From an optimization exercise on the open Yosys and OpenROAD flow, aimed at small area, a short achievable clock period and few clock cycles per item; shortcuts taken in it are not production practice. RTL that was checked went through simulation tests only; none was proved equivalent to the original.

## old
==> flow/design.v <==
`default_nettype none
package dtip_pkg;
	localparam logic [3:0] C_MINUS = 4'b1010;
	localparam logic [3:0] C_PLUS  = 4'b1011;
	localparam logic [3:0] C_E     = 4'b1100;
	localparam logic [3:0] C_OTHER = 4'b1111;
	localparam logic [2:0] PH_SIGN       = 3'd0;
	localparam logic [2:0] PH_DIGITS     = 3'd1;
	localparam logic [2:0] PH_EXP_SIGN   = 3'd2;
	localparam logic [2:0] PH_EXP_DIGITS = 3'd3;
	localparam logic [2:0] PH_STOP       = 3'd4;
endpackage
`default_nettype wire
`default_nettype none
module decimal_text_to_int_parser (
	input  wire logic  clk,
	input  wire logic  arst_n,
	input  wire logic  cfg_we,
	input  wire logic  cfg_wdata,
	input  wire logic        in_valid,
	output logic             in_ready,
	input  wire logic [7:0]  in_char,
	input  wire logic        in_last,
	output logic             out_valid,
	input  wire logic        out_ready,
	output logic [31:0]      out_value
);
	logic       av_q, bv_q;      
	logic       al_q, bl_q;
	logic [3:0] ac_q, bc_q;
	logic       rdy_q;
	logic [3:0] in_code;
	logic       accept;
	always_comb begin
		if (in_char[7:4] == 4'h3 && in_char[3:0] <= 4'd9)
			in_code = in_char[3:0];
		else if (in_char == 8'h2D)
			in_code = dtip_pkg::C_MINUS;
		else if (in_char == 8'h2B)
			in_code = dtip_pkg::C_PLUS;
		else if (in_char == 8'h45)
			in_code = dtip_pkg::C_E;
		else
			in_code = dtip_pkg::C_OTHER;
	end
	assign in_ready = rdy_q;
	assign accept   = in_valid && rdy_q;
	logic        exp_en_q;
	logic        fresh_q;    
	logic [2:0]  phase_q;    
	logic        neg_q;
	logic        sat_q;
	logic [3:0]  exp_q;      
	logic        eneg_q;
	logic [3:0]  nsig_q;     
	logic        mval_q;     
	logic        negm_q;     
	logic [31:0] mag_q;      
	logic        scale_q;
	logic        dec_q;      
	logic        all9_q;
	logic        ov_q;
	logic        neg_e;
	assign neg_e = neg_q && !fresh_q;
	logic        is_dig, is_minus, is_plus, is_e;
	logic [3:0]  d;
	assign d        = ac_q;
	assign is_dig   = !(ac_q[3] && (ac_q[2] || ac_q[1]));
	assign is_minus = (ac_q == dtip_pkg::C_MINUS);
	assign is_plus  = (ac_q == dtip_pkg::C_PLUS);
	assign is_e     = (ac_q == dtip_pkg::C_E);
	logic [4:0]  dd;         
	logic [30:0] x;
	logic [29:0] t;          
	logic [30:0] m;          
	always_comb begin
		if (scale_q)
			dd = neg_q ? 5'd9 : 5'd0;
		else if (!negm_q)
			dd = {1'b0, d};
		else if (!mval_q)
			dd = {1'b0, d} - 5'd1;
		else
			dd = {1'b0, d} + 5'd9;
	end
	assign x = mag_q[30:0];
	assign t = x[29:0] + {x[27:0], 2'b00} + {26'd0, dd[4:1]};
	assign m = {t, dd[0]};
	logic gt_k, eq_k, eq_k1, d_ge8, ovf_dig, ovf_scl;
	assign gt_k    = (x > 31'd214748364);
	assign eq_k    = (x == 31'd214748364);
	assign eq_k1   = (x == 31'd214748363);
	assign d_ge8   = d[3];
	assign ovf_scl = gt_k || (neg_q && eq_k);
	assign ovf_dig = mval_q && (gt_k || (negm_q ? (eq_k || (eq_k1 && d_ge8)) : (eq_k && d_ge8)));
	logic        take_mant, take_exp, mant_dig, exp_dig, ovf;
	logic [2:0]  phase_nx;
	logic        neg_nx, eneg_nx;
	logic [3:0]  exp_nx, nsig_nx;
	assign take_mant = ((phase_q == dtip_pkg::PH_SIGN) && !is_minus && !is_plus) ||
		(phase_q == dtip_pkg::PH_DIGITS);
	assign take_exp  = ((phase_q == dtip_pkg::PH_EXP_SIGN) && !is_minus && !is_plus) ||
		(phase_q == dtip_pkg::PH_EXP_DIGITS);
	assign mant_dig  = take_mant && is_dig;
	assign exp_dig   = take_exp && is_dig;
	assign ovf       = mant_dig && ovf_dig;
	always_comb begin
		phase_nx = phase_q;
		neg_nx   = neg_e;
		exp_nx   = exp_q;
		eneg_nx  = eneg_q;
		nsig_nx  = nsig_q;
		if (phase_q == dtip_pkg::PH_SIGN && is_minus) begin
			neg_nx = !neg_e;
		end else if (phase_q == dtip_pkg::PH_EXP_SIGN && is_minus) begin
			eneg_nx  = 1'b1;
			phase_nx = dtip_pkg::PH_EXP_DIGITS;
		end else if (phase_q == dtip_pkg::PH_EXP_SIGN && is_plus) begin
			phase_nx = dtip_pkg::PH_EXP_DIGITS;
		end else if (take_mant) begin
			if (is_dig) begin
				phase_nx = ovf_dig ? dtip_pkg::PH_STOP : dtip_pkg::PH_DIGITS;
				if (nsig_q != 4'd0 || d != 4'd0)
					nsig_nx = nsig_q + 4'd1;
			end else if (is_e && exp_en_q && !al_q) begin
				phase_nx = dtip_pkg::PH_EXP_SIGN;
			end else begin
				phase_nx = dtip_pkg::PH_STOP;
			end
		end else if (take_exp) begin
			if (is_dig) begin
				phase_nx = dtip_pkg::PH_EXP_DIGITS;
				exp_nx   = (exp_q != 4'd0) ? 4'd10 : d;
			end else begin
				phase_nx = dtip_pkg::PH_STOP;
			end
		end
	end
	logic [3:0] ef;
	logic [4:0] sum_ne;
	logic       d_scale, d_sat, d_zero;
	assign ef      = exp_dig ? ((exp_q != 4'd0) ? 4'd10 : d) : exp_q;
	assign sum_ne  = {1'b0, nsig_q} + {1'b0, ef};
	assign d_scale = !mant_dig && ef != 4'd0 && nsig_q != 4'd0 &&
		(eneg_q ? (ef < nsig_q) : (sum_ne <= 5'd10));
	assign d_sat   = ovf || sat_q ||
		(!mant_dig && !eneg_q && ef != 4'd0 && nsig_q != 4'd0 && sum_ne >= 5'd11);
	assign d_zero  = (nsig_nx == 4'd0) || (!mant_dig && eneg_q && ef != 4'd0 && ef >= nsig_q);
	logic [1:0] chunk;
	logic [7:0] dq;
	logic [3:0] dr;
	assign chunk = phase_q[1:0];
	always_comb begin
		logic q;
		dr = (chunk == 2'd0) ? 4'd0 : nsig_q;
		for (int i = 7; i >= 0; i--) begin
			q     = dr[3] || (dr[2] && (dr[1] || dr[0]));
			dq[i] = q;
			dr    = {q ? (dr[3] && dr[0]) : dr[2],
				q ? (dr[3] ? !dr[0] : (dr[1] && dr[0])) : dr[1],
				dr[0] ^ q,
				mag_q[24 + i]};
		end
	end
	logic [7:0] wd;
	always_comb begin
		logic lz;
		lz = ((chunk == 2'd3) || !(|mag_q[23:16])) && (chunk[1] || !(|mag_q[15:8])) &&
			(chunk[1] || chunk[0] || !(|mag_q[7:0]));
		for (int i = 0; i < 8; i++) begin
			wd[i] = mag_q[24 + i] ^ lz;
			lz    = lz && !mag_q[24 + i];
		end
	end
	assign out_value = mag_q ^ {32{neg_q}};
	assign out_valid = ov_q;
	logic last9, scale_end, take, take_last;
	assign last9     = (dr == 4'd9);
	assign scale_end = scale_q && (!eneg_q ? (ovf_scl || exp_q == 4'd1) :
		(chunk == 2'd3 && (dec_q || (exp_q == 4'd1 && !(neg_q && !(all9_q && last9))))));
	assign take      = av_q && !scale_q && (!ov_q || out_ready);
	assign take_last = take && al_q;
	logic scale_nx, fresh_nx;
	assign scale_nx = take ? (al_q && d_scale) : (scale_q && !scale_end);
	assign fresh_nx = take ? al_q : fresh_q;
	always_ff @(posedge clk or negedge arst_n) begin
		if (!arst_n) begin
			av_q     <= 1'b0;
			bv_q     <= 1'b0;
			rdy_q    <= 1'b1;
			exp_en_q <= 1'b0;
			fresh_q  <= 1'b1;
			scale_q  <= 1'b0;
			ov_q     <= 1'b0;
			mval_q   <= 1'b0;
			negm_q   <= 1'b0;
			phase_q  <= dtip_pkg::PH_SIGN;
			sat_q    <= 1'b0;
			exp_q    <= 4'd0;
			eneg_q   <= 1'b0;
			nsig_q   <= 4'd0;
		end else begin
			if (take) begin
				av_q  <= bv_q || accept;
				bv_q  <= bv_q && accept;
				rdy_q <= 1'b1;
			end else begin
				av_q  <= av_q || accept;
				bv_q  <= bv_q || (av_q && accept);
				rdy_q <= !(av_q && (bv_q || accept));
			end
			if (cfg_we)
				exp_en_q <= cfg_wdata;
			fresh_q <= fresh_nx;
			scale_q <= scale_nx;
			ov_q    <= (take_last && !d_scale) || scale_end || (ov_q && !out_ready);
			if (take) begin
				mval_q <= !al_q && nsig_nx != 4'd0;
				negm_q <= !al_q && neg_nx;
				if (al_q) begin
					phase_q <= dtip_pkg::PH_SIGN;
					sat_q   <= 1'b0;
					nsig_q  <= 4'd0;
					if (d_scale) begin
						mval_q <= 1'b1;
						exp_q  <= ef;
						eneg_q <= eneg_q;
					end else begin
						exp_q  <= 4'd0;
						eneg_q <= 1'b0;
					end
				end else begin
					phase_q <= phase_nx;
					sat_q   <= sat_q || ovf;
					exp_q   <= exp_nx;
					eneg_q  <= eneg_nx;
					nsig_q  <= nsig_nx;
				end
			end else if (scale_q) begin
				if (scale_end) begin
					mval_q  <= 1'b0;
					phase_q <= dtip_pkg::PH_SIGN;
					exp_q   <= 4'd0;
					eneg_q  <= 1'b0;
					nsig_q  <= 4'd0;
				end else if (!eneg_q) begin
					exp_q <= exp_q - 4'd1;
				end else begin
					phase_q <= {1'b0, chunk + 2'd1};
					nsig_q  <= dr;
					if (chunk == 2'd3 && !dec_q)
						exp_q <= exp_q - 4'd1;
				end
			end
		end
	end
	always_ff @(posedge clk) begin
		if (take && bv_q) begin
			ac_q <= bc_q;
			al_q <= bl_q;
		end else if (take || !av_q) begin
			ac_q <= in_code;
			al_q <= in_last;
		end
		if (accept) begin
			bc_q <= in_code;
			bl_q <= in_last;
		end
		if (take) begin
			neg_q  <= neg_nx;
			dec_q  <= 1'b0;
			all9_q <= 1'b1;
			if (al_q && d_sat)
				mag_q <= {1'b0, {31{1'b1}}};
			else if (al_q && d_zero)
				mag_q <= {32{neg_nx}};
			else if (mant_dig)
				mag_q <= mval_q ? {1'b0, m} : {27'd0, dd};
		end else if (scale_q) begin
			if (!eneg_q) begin
				mag_q <= ovf_scl ? {1'b0, {31{1'b1}}} : {1'b0, m};
			end else begin
				mag_q <= {mag_q[23:0], dec_q ? wd : dq};
				if (chunk == 2'd3 && !dec_q) begin
					all9_q <= all9_q && last9;
					dec_q  <= (exp_q == 4'd1);
				end
			end
		end
	end
endmodule
`default_nettype wire
clock: 10.0 ns
lec_check: 0
cap_margin: 20
core_margin: 2
core_utilization: 40
cts_buf_list: sky130_fd_sc_hd__clkbuf_2 sky130_fd_sc_hd__clkbuf_4 sky130_fd_sc_hd__clkbuf_8
setup_slack_margin: 5
slew_margin: 20
standard.sh (not shown) runs the stock make flow with config.mk's settings and CLKGATE_MAP_FILE= SYNTH_SCRIPT=/design/flow/synth_recipe.tcl, a recipe that flattens the netlist after the stock synthesis.
==> flow/flow/run.sh <==
#!/bin/bash
# Own flow: the standard layout, run by standard.sh unchanged (same synthesis, steps and
# settings from config.mk), except that the port buffers global placement inserts are
# sky130_fd_sc_hd__buf_1 rather than the delay cell buffer_ports picks by itself.
# make's full output goes to flow_make.log here; each ORFS step also logs under orfs/logs.
set -euo pipefail
export BUFFER_PORTS_ARGS="-buffer_cell sky130_fd_sc_hd__buf_1"
bash standard.sh > flow_make.log 2>&1
Testbench counts of old, summed over its fixed seeds: cycles 15,027, strings 2,400.
The following lists how new was set up differently from old:
-- flow/design.v --
<<< old, line 137
		end
	end
	logic [3:0] ef;
	logic [4:0] sum_ne;
	logic       d_scale, d_sat, d_zero;
	assign ef      = exp_dig ? ((exp_q != 4'd0) ? 4'd10 : d) : exp_q;
	assign sum_ne  = {1'b0, nsig_q} + {1'b0, ef};
	assign d_scale = !mant_dig && ef != 4'd0 && nsig_q != 4'd0 &&
		(eneg_q ? (ef < nsig_q) : (sum_ne <= 5'd10));
	assign d_sat   = ovf || sat_q ||
		(!mant_dig && !eneg_q && ef != 4'd0 && nsig_q != 4'd0 && sum_ne >= 5'd11);
	assign d_zero  = (nsig_nx == 4'd0) || (!mant_dig && eneg_q && ef != 4'd0 && ef >= nsig_q);
	logic [1:0] chunk;
	logic [7:0] dq;
>>> new, line 137
		end
	end
	logic       nz, fe_q, lt_q, le_q, fd, dlt, dle;
	logic [3:0] room;        
	logic       d_scale, d_sat, d_zero;
	assign nz   = (nsig_q != 4'd0);
	assign room = 4'd10 - nsig_q;
	assign fe_q = (exp_q != 4'd0);
	assign lt_q = (exp_q < nsig_q);
	assign le_q = (exp_q <= room);
	assign fd   = (d != 4'd0);
	assign dlt  = (d < nsig_q);
	assign dle  = (d <= room);
	always_comb begin
		if (mant_dig) begin
			d_scale = 1'b0;
			d_sat   = ovf || sat_q;
			d_zero  = !nz && !fd;
		end else if (exp_dig && fe_q) begin
			d_scale = 1'b0;
			d_sat   = !eneg_q && nz;
			d_zero  = !nz || eneg_q;
		end else if (exp_dig) begin
			d_scale = fd && nz && (eneg_q ? dlt : dle);
			d_sat   = fd && nz && !eneg_q && !dle;
			d_zero  = !nz || (fd && eneg_q && !dlt);
		end else begin
			d_scale = fe_q && nz && (eneg_q ? lt_q : le_q);
			d_sat   = sat_q || (fe_q && nz && !eneg_q && !le_q);
			d_zero  = !nz || (fe_q && eneg_q && !lt_q);
		end
	end
	logic [3:0] ef;
	assign ef = exp_dig ? (fe_q ? 4'd10 : d) : exp_q;
	logic [1:0] chunk;
	logic [7:0] dq;
[summary]
Of new and old, old shows the lower detail-routed via count per cell, with new above it.
Summary of new over old: worst hold path depth shows an increase of 1, total detailed-routing wirelength shows an increase of 1.5 mm, cell count shows an increase of about 5%.
Function not checked in new: the RTL went through the layout flow alone.


harbor:
Starts from the design.v that is shown in full above.
clock: 10.0 ns
lec_check: 0
cap_margin: 20
core_margin: 2
core_utilization: 40
cts_buf_list: sky130_fd_sc_hd__clkbuf_2 sky130_fd_sc_hd__clkbuf_4 sky130_fd_sc_hd__clkbuf_8
slew_margin: 20
==> flow/flow/run.sh <==
#!/bin/bash
set -euo pipefail
MARGIN=$(cat flow/margin.txt)
export BUFFER_PORTS_ARGS="-buffer_cell sky130_fd_sc_hd__buf_1"
sed "s/\"\\\${@:-finish}\"/SETUP_SLACK_MARGIN=${MARGIN} \"\${@:-finish}\"/" standard.sh > standard_margin.sh
grep -q "SETUP_SLACK_MARGIN=${MARGIN}" standard_margin.sh
bash standard_margin.sh > flow_make.log 2>&1
==> flow/flow/margin.txt <==
5.3
harbor ended with every stage complete and zero timing, DRC or antenna violations.
Testbench counts of harbor, summed over its fixed seeds: cycles 15,027, strings 2,400.
## Diff of input files: xenon against harbor
--- a/flow/design.v
+++ b/flow/design.v
@@ -53,9 +53,11 @@
 	logic [3:0]  exp_q;      
 	logic        eneg_q;
 	logic [3:0]  nsig_q;     
 	logic        mval_q;     
-	logic        negm_q;     
+	logic [1:0]  ddm_q;      
+	logic        negm;       
+	assign negm = ddm_q[1] ^ ddm_q[0];
 	logic [31:0] mag_q;      
 	logic        scale_q;
 	logic        dec_q;      
 	logic        all9_q;
@@ -73,16 +75,14 @@
 	logic [30:0] x;
 	logic [29:0] t;          
 	logic [30:0] m;          
 	always_comb begin
-		if (scale_q)
-			dd = neg_q ? 5'd9 : 5'd0;
-		else if (!negm_q)
-			dd = {1'b0, d};
-		else if (!mval_q)
-			dd = {1'b0, d} - 5'd1;
-		else
-			dd = {1'b0, d} + 5'd9;
+		case (ddm_q)
+			2'd0:    dd = {1'b0, d};
+			2'd1:    dd = {1'b0, d - 4'd1};
+			2'd2:    dd = {1'b0, d} + 5'd9;
+			default: dd = neg_q ? 5'd9 : 5'd0;
+		endcase
 	end
 	assign x = mag_q[30:0];
 	assign t = x[29:0] + {x[27:0], 2'b00} + {26'd0, dd[4:1]};
 	assign m = {t, dd[0]};
@@ -91,9 +91,9 @@
 	assign eq_k    = (x == 31'd214748364);
 	assign eq_k1   = (x == 31'd214748363);
 	assign d_ge8   = d[3];
 	assign ovf_scl = gt_k || (neg_q && eq_k);
-	assign ovf_dig = mval_q && (gt_k || (negm_q ? (eq_k || (eq_k1 && d_ge8)) : (eq_k && d_ge8)));
+	assign ovf_dig = mval_q && (gt_k || (negm ? (eq_k || (eq_k1 && d_ge8)) : (eq_k && d_ge8)));
 	logic        take_mant, take_exp, mant_dig, exp_dig, ovf;
 	logic [2:0]  phase_nx;
 	logic        neg_nx, eneg_nx;
 	logic [3:0]  exp_nx, nsig_nx;
@@ -192,9 +192,9 @@
 			fresh_q  <= 1'b1;
 			scale_q  <= 1'b0;
 			ov_q     <= 1'b0;
 			mval_q   <= 1'b0;
-			negm_q   <= 1'b0;
+			ddm_q    <= 2'd0;
 			phase_q  <= dtip_pkg::PH_SIGN;
 			sat_q    <= 1'b0;
 			exp_q    <= 4'd0;
 			eneg_q   <= 1'b0;
@@ -215,9 +215,10 @@
 			scale_q <= scale_nx;
 			ov_q    <= (take_last && !d_scale) || scale_end || (ov_q && !out_ready);
 			if (take) begin
 				mval_q <= !al_q && nsig_nx != 4'd0;
-				negm_q <= !al_q && neg_nx;
+				ddm_q  <= al_q ? (d_scale ? 2'd3 : 2'd0) :
+					(neg_nx ? ((nsig_nx != 4'd0) ? 2'd2 : 2'd1) : 2'd0);
 				if (al_q) begin
 					phase_q <= dtip_pkg::PH_SIGN;
 					sat_q   <= 1'b0;
 					nsig_q  <= 4'd0;
@@ -238,8 +239,9 @@
 				end
 			end else if (scale_q) begin
 				if (scale_end) begin
 					mval_q  <= 1'b0;
+					ddm_q   <= 2'd0;
 					phase_q <= dtip_pkg::PH_SIGN;
 					exp_q   <= 4'd0;
 					eneg_q  <= 1'b0;
 					nsig_q  <= 4'd0;
Findings:
- Relative to harbor, the final net count of xenon is higher by 41.
- Compared with harbor, in xenon total detailed-routing wirelength rose 1.8 mm, required time of the worst setup path about even, flip-flop and latch count after synthesis rose 1, final area rose 310 um2.
- Changes observed in xenon relative to harbor: sequential share of layout area has decreased; initial core utilization has decreased.
- Post-synthesis mux area share in xenon is 0.83 points below harbor.
- Compare harbor and xenon | wire length on met3 lower: harbor
- Higher sum of buffers and inverters on the critical path was reported by xenon, not harbor.
Only the layout flow was run in xenon; the RTL was not checked for function there.

separate check: timing with driven ports:
The flow's constraints put no driver on any port. The routed layouts listed below were extracted and timed again, unchanged, in two steps. Step 1 (the two cells are an assumption about what drives the block):
set clk [get_ports {clk}]
set_driving_cell -lib_cell sky130_fd_sc_hd__clkbuf_16 $clk
set_driving_cell -lib_cell sky130_fd_sc_hd__buf_2 [delete_from_list [all_inputs] $clk]
Step 2 also shifts input and output timing later by t, the mid clock arrival at the registers, as if the neighbouring blocks saw the same clock. a / b / c = no drivers / after step 1 / after step 2; a / b = the first two.
run	t (ns)	slack for setup (ns)	cell pins on the clock port's net
old	0.411	5.285 / 5.285 / 4.976	1
new	0.417	5.186 / 5.186 / 5.162	1
harbor	0.397	5.449 / 5.449 / 5.263	1
xenon	0.417	5.135 / 5.135 / 5.123	1
After both steps every run listed still meets setup and hold. The setup slack of old, which loses most, moves by 0.000 ns with the drivers and by -0.309 ns with both steps.
